From an optimization exercise on the open Yosys and OpenROAD flow, aimed at small area, a short achievable clock period and few clock cycles per item; shortcuts taken in it are not production practice. Only simulation tests tie the RTL to the original design; equivalence was not proved. Power and IR drop assume default switching activity.

==> flow/design.v, too long to show whole: its modules and the start of the top module <==
// module barrier_basket_payoff: 1558 lines
module barrier_basket_payoff (
  input  wire          clk_i,
  input  wire          rst_ni,
  input  wire          cfg_we_i,
  input  wire  [1:0]   cfg_idx_i,
  input  wire  [15:0]  cfg_data_i,
  input  wire          s_axis_tvalid,
  output logic         s_axis_tready,
  input  wire  [127:0] s_axis_tdata,
  input  wire          s_axis_tuser,
  input  wire          s_axis_tlast,
  output logic         m_axis_tvalid,
  input  wire          m_axis_tready,
  output logic [31:0]  m_axis_tdata,
  output logic         m_axis_tuser
);
  // ...
==> flow/flow/run.sh <==
#!/bin/bash
set -euo pipefail
bash standard.sh "BUFFER_PORTS_ARGS=-buffer_cell sky130_fd_sc_hd__buf_2" \
  SETUP_SLACK_MARGIN=5.35 finish > std_flow.log 2>&1
==> flow/standard.sh <==
#!/bin/bash
# synth_recipe.tcl (not shown) runs the flow's synth.tcl, then flattens the netlist and writes it again
# the make line also repeats each setting of config.mk as NAME=value (left out here)
make -C /OpenROAD-flow-scripts/flow DESIGN_CONFIG=/design/flow/config.mk WORK_HOME=/design/flow/orfs CLKGATE_MAP_FILE= SYNTH_SCRIPT=/design/flow/synth_recipe.tcl "${@:-finish}"
==> flow/config.mk <==
export PLATFORM = sky130hd
export DESIGN_NAME = barrier_basket_payoff
export DESIGN_NICKNAME = barrier_basket_payoff
export VERILOG_FILES = /design/flow/design.v
export SDC_FILE = /design/flow/constraint.sdc
export NUM_CORES = 4
export LEC_CHECK = 0
export ABC_AREA = 1
export CAP_MARGIN = 20
export CORE_MARGIN = 2
export CORE_UTILIZATION = 55
export CTS_CLUSTER_DIAMETER = 60
export CTS_CLUSTER_SIZE = 30
export SETUP_SLACK_MARGIN = 5
export SLEW_MARGIN = 20
export TNS_END_PERCENT = 100
==> flow/constraint.sdc <==
create_clock -name core_clock -period 8.5 [get_ports {clk_i}]
set_input_delay 1.7000 -clock core_clock [delete_from_list [all_inputs] [get_ports {clk_i}]]
set_output_delay 1.7000 -clock core_clock [all_outputs]
set_load 0.01 [all_outputs]
==> impl_metrics.json, run 1 <==
{
  "timing.final.crit_share": 0.3800,
  "largest_register": "ring_q",
  "dr.first_iter.drc_count": 3955,
  "worstSetupPathType": "register to output pin",
  "status": "no timing/DRC/antenna violations",
  "ys_warn_count": 1,
  "power_uw": 18620,
  "dpl.hpwl_um": 136400,
  "cts_num_sinks": 1863,
  "p_sw_frac": 0.2739,
  "worstPathArrival_ns": 1.53,
  "largest_register_ffs": 1280,
  "die_area_sq_um": 130700,
  "globalRouteMet3Util": 0.04228,
  "cts_resized": 64,
  "fillCellCount": 10790,
  "ys.flop_type": "dfxtp_1",
  "drive_gt1_frac": 0.09326,
  "max-slew-margin-rel": 0.3096,
  "final-instance-count-excl-fill": 8922,
  "wl_per_cell_um": 22.76,
  "busiest_layer": "met2",
  "place.gp.congestion": 0.9637,
  "critPathMaxStageDelay_ns": 0.49,
  "worstSkewPairLatency_ns": 0.79,
  "setup_violations": 0,
  "cts_tree": "done",
  "power.leakage_uw": 0.03542,
  "die_x_um": 361.6,
  "grt_pass1_wl_um": 300600,
  "top_regs": "ring_q x1280, pd_q x80, acc_q x64",
  "cp_num_cells": 2,
  "startpoint_type": "register"
}
Testbench counts, summed over its fixed seeds: cycles 15,480, items 320.
==> run 2, diff against run 1 <==
--- a/flow/design.v
+++ b/flow/design.v
@@ -71,16 +71,17 @@
   end
   logic        tready_q;
   logic [3:0]  ph_q;
   logic        pv_q;
   logic [3:0]  pa_q;
   logic [79:0] pd_q;
   logic [1:0]  pend_q;
   logic        out_v_q;
+  logic        out_v2_q;   
   logic        res_v_q;
   logic [3:0]  in_asset;
   logic [9:0]  in_step;
   logic        in_take, in_used, in_samp, in_load, in_ok, in_fin, in_res;
   logic        wr, out_free, res_out;
   logic        pv_n;
   logic [1:0]  pend_n;
   assign in_asset = s_axis_tdata[3:0];
@@ -88,18 +89,18 @@
   assign in_take  = s_axis_tvalid & tready_q;
   assign in_used  = ({1'b0, in_asset} < acount_q);
   assign in_samp  = in_take & s_axis_tuser & in_used;
   assign in_load  = in_take & ~s_axis_tuser;
   assign in_ok    = ~ez_q & (in_step <= em1_q);
   assign in_fin   = ~ez_q & (in_step == em1_q);
   assign in_res   = in_samp & s_axis_tlast;
   assign wr       = pv_q & (pa_q == ph_q);
-  assign out_free = ~out_v_q | m_axis_tready;
-  assign res_out  = out_v_q & m_axis_tready;
+  assign out_free = ~out_v2_q | m_axis_tready;
+  assign res_out  = out_v2_q & m_axis_tready;
   assign pv_n   = in_load | (pv_q & ~wr);
   assign pend_n = pend_q + {1'b0, in_res} - {1'b0, res_out};
   logic [3:0] ph1;
   logic       ok_new, ok_old, room_res, room_nores;
   assign ph1        = ph_q + 4'd1;
   assign ok_new     = (in_asset == ph1);
   assign ok_old     = ~(pv_q & ~wr) | (pa_q == ph1);
   assign room_res   = res_out ? (pend_q != 2'd2) : (pend_q == 2'd0);
@@ -112,18 +113,26 @@
       pend_q   <= 2'd0;
     end else begin
       tready_q <= (in_load ? ok_new : ok_old) & (in_res ? room_res : room_nores);
       ph_q     <= ph_q + 4'd1;
       pv_q     <= pv_n;
       pend_q   <= pend_n;
     end
   end
+  logic pen_q;
+  always_ff @(posedge clk_i or negedge rst_ni) begin
+    if (!rst_ni) begin
+      pen_q <= 1'b1;
+    end else begin
+      pen_q <= (in_load ? ok_new : ok_old) & (in_res ? room_res : room_nores);
+    end
+  end
   always_ff @(posedge clk_i) begin
-    if (tready_q) begin
+    if (pen_q) begin
       pa_q <= in_asset;
       pd_q <= s_axis_tdata[125:46];
     end
   end
   assign s_axis_tready = tready_q;
   logic [15:0][79:0] ring_q;
   always_ff @(posedge clk_i) begin
     ring_q[14:0] <= ring_q[15:1];
@@ -1572,16 +1581,23 @@
                   sat ? 32'hFFFF_FFFF : {d16[15:0], res_hi_q[15:0]};
   always_ff @(posedge clk_i or negedge rst_ni) begin
     if (!rst_ni) begin
       out_v_q <= 1'b0;
     end else begin
       out_v_q <= res_v_q | (out_v_q & ~m_axis_tready);
     end
   end
+  always_ff @(posedge clk_i or negedge rst_ni) begin
+    if (!rst_ni) begin
+      out_v2_q <= 1'b0;
+    end else begin
+      out_v2_q <= res_v_q | (out_v2_q & ~m_axis_tready);
+    end
+  end
   always_ff @(posedge clk_i) begin
     if (out_free) begin
       out_data_q <= payoff;
       out_ko_q   <= res_brk_q;
     end
   end
   assign m_axis_tvalid = out_v_q;
   assign m_axis_tdata  = out_data_q;
==> flow/flow/run.sh (replaced) <==
#!/bin/bash
set -euo pipefail
bash standard.sh "BUFFER_PORTS_ARGS=-buffer_cell sky130_fd_sc_hd__buf_2" \
  SETUP_SLACK_MARGIN=5.4 finish > std_flow.log 2>&1
==> run 2 against run 1 <==
Effect of this change:
- fmax grew 2.3%
- wire length shrank 1.3%
- cell count shrank 1.2%
- critical path type is now register to register
- critical path depth grew 10
- register-to-register slack lost 0.05 ns
- clock skew shrank 0.016 ns
- sequential cell count grew 2
- core utilization grew 0.62 points
- combinational power shrank 9.9%
- largest cell class unchanged
- power shrank 0.77%
- largest power group unchanged
- still clean
- critical endpoint is now r1_leh_q
==> impl_metrics.json, run 2 <==
{
  "status": "no timing/DRC/antenna violations",
  "critPathMaxStageDelay_ns": 0.67,
  "setup_slack_ns": 5.342,
  "hold_class": "register to register",
  "cts_buffers": 114,
  "clock_power_share": 0.348,
  "period_minus_slack_ns": 3.158,
  "synth_area_per_cell_sq_um": 10.11,
  "timing.final.crit_share": 0.3715,
  "grt-ovfl-total": 0,
  "grt_pass1_vias": 48640,
  "port_buffers": 185,
  "grt_pass1_wl_um": 297000,
  "viasPerCell": 5.573,
  "finalMaxSlewViolations": 0,
  "grt_usage": 0.3009,
  "startpoint_type": "register",
  "synthCells": 6925,
  "synth_edf_count": 171,
  "cts_root_buffer": "clkbuf_16",
  "cp-end-kind": "register",
  "yosys.area.top_type_share": 0.4502,
  "worstMarginPinSlew_ns": 1.024,
  "critical_path.cell_chain": "buf_4 -> a221oi_1 -> nand3_1 -> a2111oi_0 -> buf_4 -> ha_1 -> nand2_1 -> inv_1 -> nand3_1 -> nor3_1 -> a21oi_1 -> a31o_2",
  "p_sw_frac": 0.2751,
  "layout_commonest_cell": "dfxtp_1",
  "multi_input_area_sq_um": 27410,
  "clkTransAtPathRegs_ns": 0.10,
  "rows": 130,
  "dr.first_iter.drc_count": 3754,
  "synthArstFlopShare": 0.06434,
  "critPathBufInv": 3,
  "switchingPower_uw": 5081,
  "clock_path_buffers": 3,
  "antenna_found_initial": 2,
  "p_comb_frac": 0.079,
  "cts_tree": "done",
  "wl_per_cell_um": 22.72,
  "max-slew-margin-rel": 0.3164,
  "cp_slowest_cell": "dfxtp_4",
  "grt_max_degree": 69,
  "synth_seq_cells": 1865,
  "pre_cts_ws_ns": 4.643,
  "internal_power_uw": 13390,
  "power.leakage_uw": 0.03557,
  "totalWireLength_um": 200400,
  "via_count": 49140,
  "yosysMostFrequentCell": "dfxtp_1",
  "initial_core_util": 0.5560,
  "detailedRoute.firstPassIterationCount": 6,
  "yosysTopAreaCell": "dfxtp_1",
  "synth_commonest_cells": "dfxtp_1 (1,574), nand2_1 (1,291), inv_1 (614)",
  "ys_warn_count": 1,
  "drive_gt1_frac": 0.09474,
  "pwr-share-seq": 0.574,
  "netlist_top_cells_area": "dfxtp_1 (45%), edfxtp_1 (7.3%), nand2_1 (6.9%), fa_1 (5.4%), ha_1 (4.6%)",
  "syn_nets": 7522,
  "hold_viol": 0,
  "tns_ns": 0,
  "worstPathArrival_ns": 3.81,
  "synth_cell_types": 59,
  "dpl_cell_area_sq_um": 72670,
  "synth_area_sq_um": 70000,
  "power_uw": 18470,
  "cp_data_required_time_ns": 9.15,
  "cts_num_sinks": 1865,
  "rsz0062_at_grt": "true",
  "h-tree-depth": 3,
  "mostFrequentLayoutCells": "dfxtp_1 (1,552), nand2_1 (1,286), inv_1 (600)",
  "cp_max_fo": 29,
  "worstSetupPathType": "register to register",
  "drtAntennaViolNets": 0,
  "critPathTopFamily": "buffers and inverters",
  "ys_seq_area_frac": 0.5665,
  "core_sq_um": 125900,
  "setup_violations": 0,
  "fin_nets": 7664,
  "worstSkewPairLatency_ns": 0.76,
  "drv_cap": 0,
  "drcViolationCount": 0,
  "largest_register_ffs": 1280,
  "fin_area_sq_um": 78220,
  "place.gp.congestion": 0.9680,
  "dpl.hpwl_um": 133800,
  "seqCellArea_sq_um": 39730,
  "p_per_area_nw_per_um2": 236.2,
  "final_util": 0.6213,
  "die_area_sq_um": 130100,
  "top_regs": "ring_q x1280, pd_q x80, acc_q x64",
  "finalClockSkew_ns": 0.04341,
  "largest_register": "ring_q",
  "area_growth_pct": 11.75,
  "fillCellCount": 10730,
  "pin_count": 188,
  "fmax_ghz": 0.3166,
  "die_x_um": 360.7,
  "ys.flop_type": "dfxtp_1",
  "die_h_um": 360.7,
  "max-vdd-ir-drop_uv": 250.5
}
-- run 2: changes by cell type after synthesis, sizes merged, moves of 11 or more --
cell / previous run / this run
nor4: 55 / 29
mux2: 28 / 43
a2111oi: 28 / 40
nor2: 498 / 438
nor3: 44 / 30
nand3: 213 / 240
xnor2: 35 / 46
buf: 94 / 69
nand2: 1353 / 1292
a211oi: 6 / 19
clkbuf: 183 / 209
inv: 635 / 622
o21ai: 170 / 144
a21oi: 320 / 331
-- run 2: power groups by stage --
stage                     clock network, uW  registers (uW)  logic (uW)
final                                  6420           10600        1460
after floorplan                           0           10500         826
after global routing                   6850           10700        1610
after detailed placement                  0           10800        1370
after global placement                    0           10800        1350
after CTS                              6520           10600        1420
-- run 2: layout make-up --
| cell class | instances | area share |
|---|---|---|
| Sequential cell | 1865 | 0.5080 |
| Multi-Input combinational cell | 4163 | 0.3504 |
| Clock buffer | 121 | 0.03802 |
| Inverter | 622 | 0.03063 |
| Timing Repair Buffer | 301 | 0.02889 |
| Tap cell | 1650 | 0.02639 |
| Clock inverter | 95 | 0.01763 |
| Antenna cell | 1 | 0.00003199 |
-- run 2: stage by stage --
step	hold WS, ns	cells
3_5_place_dp	0.3330	8565
2_1_floorplan	0.3267	6925
3_3_place_gp	0.3280	8565
5_1_grt	0.3460	8817
4_1_cts	0.3334	8789
6_report	0.3290	8818
-- run 2: kinds of logic (layout without fill, tap and decap cells) --
| group | Yosys count | in the layout | share of synthesized area |
|---|---|---|---|
| AND/OR/NAND/NOR | 2197 | 2200 | 0.1301 |
| AO/OA/AOI/OAI | 1097 | 1097 | 0.1006 |
| XOR/XNOR | 378 | 378 | 0.04730 |
| flip-flops | 1865 | 1865 | 0.5665 |
| adder cells (fa/ha/maj) | 444 | 444 | 0.09964 |
| multiplexers | 43 | 43 | 0.006918 |
| buffers and inverters | 900 | 1139 | 0.04885 |
| other | 1 | 2 | 0.00005357 |
-- run 2: worst paths after layout --
path,startpoint,to,slack (ns),cells past startpoint
worst max-delay path,r0_sel_q[7],r1_leh_q,5.34,12
worst min-delay path,ring_q[538],ring_q[458],0.33,0
worst max register to register,r0_sel_q[7],r1_leh_q,5.34,12
worst min register to register,ring_q[538],ring_q[458],0.33,0
max in group asynchronous,rst_ni,r2b_vl_q,6.08,2
min in group asynchronous,rst_ni,strike_q[11],0.99,1
-- run 2: metal layers --
| layer | up-vias | part of all wire | GRT usage |
|---|---|---|---|
| li1 | 23400 | - | - |
| met1 | 24040 | 0.42 | 0.3892 |
| met5 | - | 0 | 0 |
| met2 | 1393 | 0.49 | 0.5194 |
| met3 | 311 | 0.053 | 0.03952 |
| met4 | 0 | 0.034 | 0.1024 |
-- run 2: worst reg2reg max path, delay by kind of cell, from the launching register on --
kind	cells	cell delay [ns]
AOI/OAI and AO/OA	4	0.63
and+or+nand+nor	4	0.63
buffers and inverters	3	0.85
adders and majority gates	1	0.29
DFF	1	0.67
-- run 2: repair_timing --
action                                  4_1_cts  5_1_grt
hold buffers                                  0        0
pin swaps                                     0       10
resized for setup                            67       99
gates cloned                                  1        6
setup buffers                                 7       22
endpoints found under the setup margin       92      114
Testbench counts of run 2, summed over its fixed seeds: cycles 15,480, items 320.
==> run 3, diff against run 2 <==
==> flow/flow/run.sh (replaced) <==
#!/bin/bash
set -euo pipefail
bash standard.sh "BUFFER_PORTS_ARGS=-buffer_cell sky130_fd_sc_hd__buf_1" \
  SETUP_SLACK_MARGIN=5.35 finish > std_flow.log 2>&1
--- a/flow/config.mk
+++ b/flow/config.mk
@@ -10,7 +10,7 @@
 export CORE_MARGIN = 2
 export CORE_UTILIZATION = 55
 export CTS_CLUSTER_DIAMETER = 60
-export CTS_CLUSTER_SIZE = 30
+export CTS_CLUSTER_SIZE = 40
 export SETUP_SLACK_MARGIN = 5
 export SLEW_MARGIN = 20
 export TNS_END_PERCENT = 100
==> run 3 against run 2 <==
Effect of this change:
- still clean
- synthesized cell count stayed put
- first-iteration DRC count up 8.1%
- critical path depth fell by 5
- largest cell class unchanged
==> impl_metrics.json, run 3 <==
{
  "status": "no timing/DRC/antenna violations",
  "worstMarginPinSlew_ns": 1.012,
  "grt-ovfl-total": 0,
  "clkTransAtPathRegs_ns": 0.10,
  "fmax_ghz": 0.3222,
  "grt_max_degree": 81,
  "initial_core_util": 0.5560,
  "totalWireLength_um": 204800,
  "drcViolationCount": 0,
  "netlist_top_cells_area": "dfxtp_1 (45%), edfxtp_1 (7.3%), nand2_1 (6.9%), fa_1 (5.4%), ha_1 (4.6%)",
  "dp.cells": 8557,
  "dpl.hpwl_um": 132300,
  "worstPathArrival_ns": 3.71,
  "mostFrequentLayoutCells": "dfxtp_1 (1,552), nand2_1 (1,287), inv_1 (596)",
  "setup_violations": 0,
  "detailedRoute.firstPassIterationCount": 6,
  "place.gp.congestion": 0.9696,
  "grt_pass1_vias": 48870,
  "synthCells": 6925,
  "die_area_sq_um": 130100,
  "synth_commonest_cells": "dfxtp_1 (1,574), nand2_1 (1,291), inv_1 (614)",
  "r2r_cells": 7,
  "finalClockSkew_ns": 0.05990,
  "tns_ns": 0,
  "max-vdd-ir-drop_uv": 223.7,
  "largest_register": "ring_q",
  "critPathMaxStageDelay_ns": 0.59,
  "cts_buffers": 118,
  "ys_warn_count": 1,
  "power_uw": 18630,
  "n_antenna_cell": 0,
  "ys_seq_area_frac": 0.5665,
  "fillCellCount": 10510,
  "synth_area_per_cell_sq_um": 10.11,
  "period_minus_slack_ns": 3.104,
  "cp-end-kind": "register",
  "wl_per_cell_um": 23.12,
  "h-tree-depth": 3,
  "worstSkewPairLatency_ns": 0.79,
  "die_h_um": 360.7,
  "cts_num_sinks": 1865,
  "pin_count": 188,
  "ys.flop_type": "dfxtp_1",
  "synthArstFlopShare": 0.06434,
  "cts_tree": "done",
  "startpoint_type": "register",
  "cp_max_fo": 16,
  "rows": 130,
  "yosys.area.top_type_share": 0.4502,
  "final-instance-count-excl-fill": 8857,
  "reg2reg_setup_slack_ns": 5.40,
  "cp_slowest_cell": "inv_1",
  "reg2reg_to": "r2_b_q[26]",
  "clock_path_buffers": 3,
  "via_count": 49550,
  "drtAntennaViolNets": 0,
  "hold_class": "register to register",
  "worstSetupPathType": "register to register",
  "antenna_found_initial": 4,
  "grt_pass1_wl_um": 300100,
  "largest_register_ffs": 1280,
  "viasPerCell": 5.595,
  "reg2reg_from": "x[15]",
  "synth_cell_types": 59,
  "yosysMostFrequentCell": "dfxtp_1",
  "top_regs": "ring_q x1280, pd_q x80, acc_q x64",
  "pre_cts_ws_ns": 4.467,
  "setup_slack_ns": 5.396,
  "syn_nets": 7522,
  "grt_usage": 0.3040,
  "synth_seq_cells": 1865,
  "hold_path_end": "ring_q[298]",
  "hold_viol": 0,
  "hold_depth": 0,
  "yosysTopAreaCell": "dfxtp_1",
  "synth_area_sq_um": 70000,
  "timing.final.crit_share": 0.3652,
  "core_sq_um": 125900,
  "cts_root_buffer": "clkbuf_16",
  "port_buffers": 185,
  "drv_cap": 0,
  "synth_edf_count": 171,
  "drive_gt1_frac": 0.07520,
  "finalMaxSlewViolations": 0,
  "critical_path.cell_chain": "inv_1 -> o22ai_1 -> xor2_1 -> fa_1 -> inv_1 -> fa_1 -> fa_1",
  "area_growth_pct": 12.30,
  "die_x_um": 360.7,
  "p_per_area_nw_per_um2": 237.0,
  "hold_slack_ns": 0.3385,
  "fin_nets": 7702,
  "layout_commonest_cell": "dfxtp_1",
  "max-slew-margin-rel": 0.3192,
  "dr.first_iter.drc_count": 4057,
  "cp_data_required_time_ns": 9.11,
  "crit_top_cell": "fa_1",
  "rsz0062_at_grt": "true",
  "power.leakage_uw": 0.03531,
  "hold_buffers": 0,
  "hp-start": "ring_q[378]"
}
[run 3: cell type report]
cell class	instances	area [sq um]	area share
clock buffer	128	3104	0.03949
clock inverter	94	1371	0.01745
inverter	622	2421	0.03080
multi-input combinational	4164	27490	0.3498
sequential	1865	39730	0.5054
tap	1650	2064	0.02626
timing repair buffer	334	2420	0.03079
[run 3: through the flow]
stage | instance area, sq um | utilization
3_3_place_gp | 72430 | 0.5753
2_1_floorplan | 70010 | -
6_report | 78600 | 0.6243
4_1_cts | 77440 | 0.6151
5_1_grt | 78600 | 0.6243
3_5_place_dp | 72440 | 0.5754
[run 3: critical path: cells and delay by family (launching register included)]
| kind | cells | cell delay [ns] |
|---|---|---|
| buffers and inverters | 2 | 0.65 |
| adder cells (fa/ha/maj) | 3 | 1.57 |
| XOR/XNOR | 1 | 0.20 |
| AO/OA/AOI/OAI | 1 | 0.21 |
| flip-flops | 1 | 0.30 |
[run 3: where the power goes]
group | switching, uW | internal [uW]
sequential | 611 | 9980
combinational | 968 | 538
clock | 3500 | 3030
total | 5080 | 13600
[run 3: logic make-up (layout without fill, tap and decap cells)]
family / after synthesis / count (layout) / share of synthesized area
simple gates: 2197 / 2201 / 0.1301
flops: 1865 / 1865 / 0.5665
compound gates: 1097 / 1097 / 0.1006
buf+inv: 900 / 1178 / 0.04885
fa+ha+maj: 444 / 444 / 0.09964
xor+xnor: 378 / 378 / 0.04730
mux: 43 / 43 / 0.006918
other cells: 1 / 1 / 0.00005357
[run 3: what timing repair did]
item | in CTS | in global routing
gates resized for setup | 75 | 102
gates cloned | 3 | 7
setup endpoints to repair | 102 | 92
buffers inserted | 5 | 63
pin swaps | 2 | 8
[run 3: how the worst max path moves through the flow]
stage / startpoint / end / slack (ns) / cells after the start
6_report: x[15] / r2_b_q[26] / 5.40 / 7
4_1_cts: r0_sel_q[3] / r1_leh_q / 5.27 / 12
2_1_floorplan: s_axis_tdata[1] / pend_q[1] / 5.34 / 11
3_5_place_dp: r0_sel_q[0] / r1_leh_q / 4.47 / 14
5_1_grt: r0_sel_q[1] / r1_gtl_q / 5.29 / 17
3_3_place_gp: r0_sel_q[0] / r1_leh_q / 4.41 / 14
[run 3: metal layers]
layer	share of wire	vias up	track usage
met3	0.055	346	0.04412
met1	0.42	24220	0.3919
met5	0.00057	-	0.005179
met2	0.48	1482	0.5265
met4	0.037	6	0.09541
li1	-	23500	-
==> run 4, diff against run 3 <==
==> flow/flow/run.sh (replaced) <==
#!/bin/bash
set -euo pipefail
bash standard.sh "BUFFER_PORTS_ARGS=-buffer_cell sky130_fd_sc_hd__buf_1" \
  SETUP_SLACK_MARGIN=5.45 finish > std_flow.log 2>&1
--- a/flow/config.mk
+++ b/flow/config.mk
@@ -10,7 +10,7 @@
 export CORE_MARGIN = 2
 export CORE_UTILIZATION = 55
 export CTS_CLUSTER_DIAMETER = 60
-export CTS_CLUSTER_SIZE = 40
+export CTS_CLUSTER_SIZE = 45
 export SETUP_SLACK_MARGIN = 5
 export SLEW_MARGIN = 20
 export TNS_END_PERCENT = 100
==> run 4 against run 3 <==
Effect of this change:
- setup slack better by 0.036 ns
- register-to-register slack better by 0.04 ns
- first-iteration DRC count fell by 1.1%
- critical path type unchanged
- sequential power about the same
- power decreased by 0.28%
- sequential share of layout area fell by 0.50 points
- combinational power rose by 5%
- non-clock buffer count grew 49
- still clean
==> impl_metrics.json, run 4 <==
{
  "detailedRoute.firstPassIterationCount": 6,
  "fillCellCount": 10380,
  "cts_num_sinks": 1865,
  "cp-end-kind": "register",
  "yosysMostFrequentCell": "dfxtp_1",
  "max-slew-margin-rel": 0.3087,
  "syn_nets": 7522,
  "fmax_ghz": 0.3260,
  "pre_cts_ws_ns": 4.423,
  "largest_register_ffs": 1280,
  "ys_seq_area_frac": 0.5665,
  "hold_viol": 0,
  "dr.first_iter.drc_count": 4013,
  "synth_area_sq_um": 70000,
  "layout_commonest_cell": "dfxtp_1",
  "startpoint_type": "register",
  "grt-ovfl-total": 0,
  "power.leakage_uw": 0.03563,
  "cts_tree": "done",
  "mostFrequentLayoutCells": "dfxtp_1 (1,551), nand2_1 (1,279), inv_1 (589)",
  "critPathMaxStageDelay_ns": 0.56,
  "area_growth_pct": 13.42,
  "finalClockSkew_ns": 0.05406,
  "fin_area_sq_um": 79390,
  "hold_buffers": 0,
  "clock_path_buffers": 3,
  "synthCells": 6925,
  "worstSkewPairLatency_ns": 0.79,
  "critPathTopFamily": "compound AO/OA/AOI/OAI gates",
  "highest_layer": "met5",
  "finalMaxSlewViolations": 0,
  "dpl.hpwl_um": 129900,
  "die_area_sq_um": 130100,
  "synth_commonest_cells": "dfxtp_1 (1,574), nand2_1 (1,291), inv_1 (614)",
  "via_count": 49790,
  "cp_slowest_cell": "a2111oi_4",
  "grt_max_degree": 81,
  "multi_input_area_sq_um": 27650,
  "synth_edf_count": 171,
  "synth_cell_types": 59,
  "grt_pass1_wl_um": 296500,
  "timing.final.crit_share": 0.3609,
  "hold_slack_ns": 0.3258,
  "top_regs": "ring_q x1280, pd_q x80, acc_q x64",
  "critPathBufInv": 3,
  "worstSetupPathType": "register to register",
  "synthMuxAreaShare": 0.006918,
  "rsz0062_at_grt": "true",
  "fin_nets": 7749,
  "die_x_um": 360.7,
  "status": "no timing/DRC/antenna violations",
  "drtAntennaViolNets": 0,
  "synth_compound_area_frac": 0.1006,
  "synth-simple-area-share": 0.1301,
  "wl_per_cell_um": 22.91,
  "period_minus_slack_ns": 3.068,
  "hold_class": "register to register",
  "synth_area_per_cell_sq_um": 10.11,
  "setup_violations": 0,
  "drcViolationCount": 0,
  "synth_fa_ha_area_frac": 0.09964,
  "ys.flop_type": "dfxtp_1",
  "cp_data_required_time_ns": 9.17,
  "grt_pass1_vias": 48720,
  "p_per_area_nw_per_um2": 234.0,
  "port_buffers": 185,
  "synth_seq_cells": 1865,
  "setup_slack_ns": 5.432,
  "cts_buffers": 117,
  "viasPerCell": 5.591,
  "yosys.area.top_type_share": 0.4502,
  "die_h_um": 360.7,
  "largest_register": "ring_q",
  "grt_usage": 0.2996,
  "clkTransAtPathRegs_ns": 0.09,
  "worstPathArrival_ns": 3.73,
  "core_sq_um": 125900,
  "critical_path.cell_chain": "buf_12 -> buf_12 -> clkbuf_16 -> nand2_4 -> nand3_2 -> a221oi_2 -> nand4_1 -> a2111oi_4 -> ha_1 -> nand2_2 -> o21a_1 -> o221ai_2 -> a21oi_2 -> a31o_2",
  "cp_max_fo": 5,
  "crit_top_cell": "buf_12",
  "max-vdd-ir-drop_uv": 247.3,
  "netlist_top_cells_area": "dfxtp_1 (45%), edfxtp_1 (7.3%), nand2_1 (6.9%), fa_1 (5.4%), ha_1 (4.6%)",
  "drv_cap": 0,
  "totalWireLength_um": 204000,
  "yosys.area_share.xor_xnor": 0.04730,
  "yosysTopAreaCell": "dfxtp_1",
  "ys_warn_count": 1,
  "synth_top_family_by_area": "simple AND/OR/NAND/NOR gates",
  "worstMarginPinSlew_ns": 1.027,
  "antenna_found_initial": 3,
  "seqCellArea_sq_um": 39730,
  "cts_root_buffer": "clkbuf_16",
  "tns_ns": 0,
  "place.gp.congestion": 0.9947,
  "dpl_cell_area_sq_um": 72450,
  "pin_count": 188,
  "synthArstFlopShare": 0.06434,
  "rows": 130,
  "met3_length_um": 11260,
  "dr_wl_met2_um": 97990,
  "initial_core_util": 0.5560,
  "drt-met1-wl_um": 86360,
  "drive_gt1_frac": 0.08795,
  "h-tree-depth": 3
}
-- run 4: cell count changes in the layout (fill, tap and decap cells not counted), moves of 7 or more --
| cell | delta |
|---|---|
| buf_1 | -11 |
| buf_12 | +12 |
| buf_2 | +7 |
| buf_4 | +17 |
| buf_6 | +12 |
| clkinv_16 | -7 |
| clkinv_8 | +7 |
| clkinvlp_4 | +9 |
| inv_1 | -7 |
| inv_6 | -8 |
| nand2_1 | -8 |
-- run 4: final cells by class --
type | count | area share
antenna | 2 | 0.00006304
clock inverter | 91 | 0.01590
timing repair inverter | 1 | 0.00009456
tap | 1650 | 0.02600
timing repair buffer | 383 | 0.03973
multi-input combinational | 4162 | 0.3483
clock buffer | 130 | 0.03868
sequential | 1865 | 0.5005
inverter | 622 | 0.03078
-- run 4: power by group --
part / internal (uW) / leakage [uW] / total (uW) / switching (uW)
sequential: 9980 / 0.0162 / 10600 / 609
clock: 3010 / 0.00208 / 6400 / 3390
combinational: 594 / 0.0174 / 1590 / 996
-- run 4: worst paths after layout --
kind / end / slack, ns / cells after the start / from
setup / recovery: r1_leh_q / 5.43 / 14 / r0_sel_q[0]
hold / removal: ring_q[1041] / 0.33 / 0 / ring_q[1121]
setup reg to reg: r1_leh_q / 5.43 / 14 / r0_sel_q[0]
hold reg to reg: ring_q[1041] / 0.33 / 0 / ring_q[1121]
max in group asynchronous: r2b_vl_q / 5.95 / 2 / rst_ni
min in group asynchronous: strike_q[13] / 1.04 / 1 / rst_ni
-- run 4: cell families after synthesis --
logic type	count (synthesis)
other cells	1
buf+inv	900
mux	43
compound gates	1097
xor+xnor	378
flops	1865
fa+ha+maj	444
simple gates	2197
-- run 4: layer usage --
layer	track usage	vias up
li1	-	23620
met1	0.3921	24240
met2	0.5104	1546
met3	0.03635	381
met4	0.1108	2
met5	0	-
-- run 4: timing repair --
action,4_1_cts,5_1_grt
endpoints found under the setup margin,124,121
pin swaps,5,38
gates resized for setup,87,170
setup buffers,23,85
gates cloned,2,13
-- run 4: through the flow --
| step | instances | power, uW | utilization |
|---|---|---|---|
| floorplan | 6925 | 11370 | - |
| finish | 8906 | 18580 | 0.6306 |
| CTS | 8806 | 18510 | 0.6157 |
| global placement | 8560 | 12080 | 0.5754 |
| detailed placement | 8560 | 12130 | 0.5755 |
| global route | 8904 | 19260 | 0.6306 |

-- static timing again, ports no longer ideal --
No port has a modelled driver above. Below, the same layouts with a new extraction and two added sets of constraints. Step 1, drivers: a clkbuf_16 drives clk_i and a buf_2 each remaining input, both assumed. Step 2, shift: input delay + t, output delay - t, t = (earliest + latest rising clock arrival at the registers) / 2. This alone moves slack from input paths to output paths. Slacks: ideal / step 1 / step 2; pairs: ideal / step 1.
run	shift t [ns]	slack for setup (ns)	cell pins on the clock port's net
run 1	0.833	5.270 / 5.186 / 4.863	1
run 2	0.817	5.342 / 5.342 / 5.022	1
run 3	0.842	5.396 / 5.379 / 4.844	1
run 4	0.838	5.432 / 5.393 / 4.821	1
After both steps setup and hold are still met in every run listed. For run 4, which loses most, drivers alone change the setup slack by -0.039 ns; drivers and shift together by -0.611 ns.
